Context: an optimization exercise on an open-source flow, tuned for small area, a short achievable clock period and few clock cycles per item. The choices shown serve that exercise and are no tape-out recipe. Function was not checked in any run shown here: the RTL went through the layout flow alone.

==> flow/design.v (outline; a module is shown in full before it is edited, if it fits) <==
// module iir_hist_unit: 2510 lines
// module iir_mac_unit: 1878 lines
// module iir_biquad_sched: 268 lines
module iir_biquad_sched (
    input  logic               clk,
    input  logic               rst,
    input  logic               sample_valid,
    input  logic signed [15:0] din,
    output logic signed [15:0] dout,
    output logic               dout_valid,
    output logic               busy,
    output logic               overrun,
    input  logic               cfg_we,
    input  logic [5:0]         cfg_addr,
    input  logic [15:0]        cfg_wdata,
    output logic               cfg_err,
    input  logic               hist_clr
);
  // ...
==> flow/run.sh <==
#!/bin/bash
# synth_recipe.tcl (not shown) runs the flow's synth.tcl, then flattens the netlist and writes it again
# the make line also repeats each setting of config.mk as NAME=value (left out here)
make -C /OpenROAD-flow-scripts/flow DESIGN_CONFIG=/design/flow/config.mk WORK_HOME=/design/flow/orfs CLKGATE_MAP_FILE= SYNTH_SCRIPT=/design/flow/synth_recipe.tcl finish
==> flow/config.mk <==
export PLATFORM = sky130hd
export DESIGN_NAME = iir_biquad_sched
export DESIGN_NICKNAME = iir_biquad_sched
export VERILOG_FILES = /design/flow/design.v
export SDC_FILE = /design/flow/constraint.sdc
export NUM_CORES = 4
export LEC_CHECK = 0
export ABC_AREA = 1
export CAP_MARGIN = 20
export CORE_MARGIN = 2
export CORE_UTILIZATION = 40
export SETUP_SLACK_MARGIN = 4.5
export SLEW_MARGIN = 20
==> flow/constraint.sdc <==
create_clock -name core_clock -period 11.0 [get_ports {clk}]
set_input_delay 2.2000 -clock core_clock [delete_from_list [all_inputs] [get_ports {clk}]]
set_output_delay 2.2000 -clock core_clock [all_outputs]
set_load 0.01 [all_outputs]
==> qor.csv, run 1 <==
metric,value,unit
Setup TNS,0,ns
top-area cell type share of the netlist area,29.85,%
outcome,finished clean,
async set-reset flop share out of synthesis,10.32,%
Final Util,44.62,%
CP max stage cell,fa_1,
Die W,410.2,µm
gr usage total,26.79,%
mux share of post-synthesis cell area,0.07962,%
cell area after synthesis,66000,µm²
HP Class,reg2reg,
Hold Crit Endpoint,x2_q[59]$_DFFE_PP_,
Max Slew Vio Count,0,
Signal buffers,269,
cts bufs inserted,91,
Slew @ Worst Pin,1.165,ns
multi-input logic area,37050,µm²
Reg2Reg Setup Slack,4.66,ns
clk slew on worst S/H paths,0.06,ns
Crit path depth,21,
post-synth cell types,56,
Seq area share,33.11,%
"most common cell after layout, fill and taps aside",nand2_1,
"commonest non-fill, non-tap cells in the layout","nand2_1, inv_1, edfxtp_1",
CTS H-Tree Depth,3,
initial antenna violation count,11,
FMAX,0.1578,GHz
M2 GR Usage,42.20,%
ANT nets after route,0,
RSZ-0062 raised after global routing,yes,
DRC violations left,0,
initial core utilization,40.14,%
hold buffer count at CTS,0,
Final Cell Area,73370,µm²
==> inputs of run 2 (changes only) <==
--- a/flow/config.mk
+++ b/flow/config.mk
@@ -8,6 +8,7 @@
 export ABC_AREA = 1
 export CAP_MARGIN = 20
 export CORE_MARGIN = 2
-export CORE_UTILIZATION = 40
+export CORE_UTILIZATION = 60
+export PLACE_DENSITY = 0.72
 export SETUP_SLACK_MARGIN = 4.5
 export SLEW_MARGIN = 20
==> run 2 against run 1 <==
  * Clock-buffer cell count down 1
  * Critical endpoint is now pb_q[16]$_DFFE_PP_
  * Still clean
==> qor.csv, run 2 <==
metric,value,unit,change
cell family with most CP delay,adder cells,,unchanged
Mapped Cells,7039,,unchanged
CP startpoint kind,flip-flop,,unchanged
end of the critical path,pb_q[16]$_DFFE_PP_,,was pb_q[15]$_DFFE_PP_
Detail Placement HPWL,169600,µm,was 173400 µm
Final nets,7785,,was 7808
initial core utilization,60.55,%,was 40.14%
register area share after synthesis,36.77,%,unchanged
detailed-route via count,53680,,was 52280
chip height,335.7,µm,was 410.2 µm
Area Overhead vs Synth,9.312,%,was 11.17%
final setup skew,0.04667,ns,was 0.06498 ns
cts bufs inserted,86,,was 91
Slew @ Worst Pin,1.195,ns,was 1.165 ns
Yosys reg bits,862,,unchanged
CTS H-Tree Depth,3,,unchanged
CTS root buf,clkbuf_16,,unchanged
Mean Syn Cell Area,9.376,µm²,unchanged
most frequent CP cell,fa_1,,unchanged
num ports,63,,unchanged
Setup WS post-layout,4.639,ns,was 4.662 ns
top-area cell type share of the netlist area,29.85,%,unchanged
Synth area leaders,"edfxtp_1, fa_1, nand2_1",,unchanged
Max-Cap Viols,0,,unchanged
CP bufs+invs,5,,was 6
Final min period,6.361,ns,was 6.338 ns
Reg-to-Reg Start,rs_q[20]$_DFF_P_,,unchanged
first-pass GRT wire length,336400,µm,was 334600 µm
Placement Rows,121,,was 149
gr usage total,40.71,%,was 26.79%
Crit path largest cell delay,0.54,ns,was 0.57 ns
Commonest cells post-synth,"nand2_1, inv_1, edfxtp_1",,unchanged
Skew-Pair Late Insertion Delay,0.69,ns,was 0.73 ns
HP Class,reg2reg,,unchanged
worst reg2reg endpoint,pb_q[16]$_DFFE_PP_,,was pb_q[15]$_DFFE_PP_
"Top FF cell, synth",edfxtp_1,,unchanged
async set-reset flop share out of synthesis,10.32,%,unchanged
Die W,335.7,µm,was 410.2 µm
ANT nets after route,0,,unchanged
clk slew on worst S/H paths,0.06,ns,about the same
"Remaining Overflow, GRT",0,,unchanged
post-synth net total,7809,,unchanged
DR vias/cell,6.312,,was 5.618
register area,24300,µm²,was 24290 µm²
"critical path, cell by cell","a22o_1, nor2_4, buf_6, inv_1, o21ai_1, nand2_1, nand2_4, o22ai_1, xor2_1, fa_1, fa_1, fa_1, inv_1, fa_1, inv_1, fa_1, inv_1, fa_1, fa_1",,"was buf_4, a22o_1, nor2_2, buf_6, inv_2, o21ai_1, nand2_1, nand2_2, o22ai_1, xor2_1, fa_1, fa_1, fa_1, fa_1, inv_1, fa_1, inv_1, fa_1, inv_1, ha_1, ha_1"
Final Util,66.18,%,was 44.62%
Placed Area,68480,µm²,was 69530 µm²
DR pass1 iterations,9,,was 8
CTS Sinks,862,,unchanged
largest net degree at the start of global routing,69,,was 59
Max Slew Vio Count,0,,unchanged
Fin. Hold Viols,0,,unchanged
I/O Buffers,62,,unchanged
die area,112700,µm²,was 168300 µm²
CP max stage cell,fa_1,,unchanged
kind of critical path,reg2reg,,unchanged
hold wc startpoint,y1_q[6]$_DFFE_PP_,,was x1_q[59]$_DFFE_PP_
initial antenna violation count,5,,was 11
Max transition margin,19.52,%,was 22.23%
reg2reg path depth,19,,was 21
WHS,0.4279,ns,was 0.4202 ns
"count leader, synth",nand2_1,,unchanged
outcome,finished clean,,unchanged
Reg2Reg Setup Slack,4.64,ns,was 4.66 ns
Post-Place Setup Slack,3.672,ns,was 3.681 ns
crit path max fanout,19,,was 16
WP data required,11.38,ns,was 11.42 ns
Post-synth EDFFs,656,,unchanged
Finish-stage setup viols,0,,unchanged
cell area after synthesis,66000,µm²,unchanged
most flop-heavy register,coef_q,,unchanged
"commonest non-fill, non-tap cells in the layout","nand2_1, inv_1, edfxtp_1",,unchanged
vias in the first global route,52830,,was 51260
Final Cell Area,72140,µm²,was 73370 µm²
Avg WL per Cell,27.41,µm,was 24.95 µm
Setup crit end kind,flip-flop,,unchanged
origin of the worst setup path,rs_q[20]$_DFF_P_,,unchanged
clock buffer depth,3,,unchanged
Yosys Warn Count,1,,unchanged
layout cells sized above 1,9.256,%,was 9.740%
RePlAce Congestion,1.032,,was 0.9667
"most common cell after layout, fill and taps aside",nand2_1,,unchanged
CTS tree,built,,unchanged
multi-input logic area,37150,µm²,was 37050 µm²
Initial DRC Count,6406,,was 5943
RSZ-0062 raised after global routing,yes,,unchanged
DRC violations left,0,,unchanged
Setup TNS,0,ns,unchanged
Core Region,109000,µm²,was 164400 µm²
final WL,233100,µm,was 232200 µm
FMAX,0.1572,GHz,was 0.1578 GHz
max reg flops,320,,unchanged
FILL cells,8770,,was 15720
Yosys top cell by area,edfxtp_1,,unchanged
Crit path depth,19,,was 21
post-synth cell types,56,,unchanged
CP arrival,6.74,ns,was 6.76 ns
Tcrit/Tclk final,57.83,%,was 57.62%
## run 2: area by class of cell
type                       instances  share of cell area (%)
multi-input combinational       4738                   51.49
antenna                            4                 0.01387
clock inverter                    44                  0.6816
timing repair buffer             249                   2.796
tap                             1414                   2.452
clock buffer                     116                   3.240
inverter                        1078                   5.647
sequential                       862                   33.68
## run 2: worst register-to-register path, cell delays in order, from the launching register on
cell	delay, ns
dfxtp_2	0.43
a22o_1	0.28
nor2_4	0.11
buf_6	0.32
inv_1	0.31
o21ai_1	0.36
nand2_1	0.17
nand2_4	0.26
o22ai_1	0.14
xor2_1	0.17
fa_1	0.52
fa_1	0.47
fa_1	0.54
inv_1	0.05
fa_1	0.49
inv_1	0.06
fa_1	0.49
inv_1	0.05
fa_1	0.38
fa_1	0.44
## run 2: through the flow
stage,cells
floorplan,7039
global placement,8310
detailed placement,8310
CTS,8470
global route,8501
finish,8505
## run 2: worst min-delay path by stage
stage / endpoint / slack [ns] / cells after the start
final: y2_q[6]$_DFFE_PP_ / 0.43 / 0
after detailed placement: cv_q[5]$_DFF_PN0_ / 0.43 / 2
after CTS: y2_q[6]$_DFFE_PP_ / 0.42 / 0
after floorplan: cv_q[0]$_DFF_PN0_ / 0.42 / 2
after global routing: y2_q[6]$_DFFE_PP_ / 0.44 / 0
after global placement: cv_q[11]$_DFF_PN0_ / 0.43 / 2
## run 2: repair_timing
| item | 4_1_cts | 5_1_grt |
|---|---|---|
| buffers inserted | 0 | 22 |
| pin swaps | 0 | 21 |
| hold buffers | 0 | 0 |
| resized for setup | 45 | 130 |
| setup endpoints to repair | 51 | 55 |
| gates cloned | 0 | 9 |
## run 2: layer usage
metal  share of wire (%)  vias up  GRT usage [%]
li1                    -    23040              -
met1                  36    26190          51.32
met2                  45     3557          63.41
met3                  12      884          10.83
met4                 7.4        4          24.05
met5               0.011        -              0
## run 2: cells by family (layout without fill, tap and decap cells)
group | count (synthesis) | count (layout) | synth area share (%)
AO/OA/AOI/OAI | 1122 | 1122 | 11.29
flip-flops | 862 | 862 | 36.77
other | 0 | 4 | 0
multiplexers | 5 | 5 | 0.07962
adder cells (fa/ha/maj) | 727 | 727 | 21.22
XOR/XNOR | 546 | 546 | 7.269
AND/OR/NAND/NOR | 2329 | 2338 | 14.75
buffers and inverters | 1448 | 1487 | 8.618

==> port drivers added, routing unchanged <==
No port has a modelled driver above. Below, the same layouts with a new extraction and two added sets of constraints.
Step 1 assumes that a clkbuf_16 drives the clock port and a buf_2 every other input.
Step 2 moves the port delays by t, midway between the first and last clock arrival at a register: inputs arrive t later, outputs are due t later. That takes back most of the time a late clock gives input paths.
a / b / c = ideal ports / drivers / drivers and shift; a / b = the first two.
run | shift t [ns] | setup WS [ns] | hold WS [ns] | slew at the worst register clock pin (ns) | worst data-port slew with drivers (ns)
run 1 | 0.782 | 4.662 / 4.651 / 4.591 | 0.420 / 0.420 / 0.420 | 0.07 / 0.07 | 0.05
run 2 | 0.742 | 4.639 / 4.630 / 4.529 | 0.428 / 0.428 / 0.428 | 0.07 / 0.07 | 0.06
After both steps setup and hold are still met in every run listed. For run 2, which loses most, drivers alone change the setup slack by -0.009 ns; drivers and shift together by -0.110 ns.
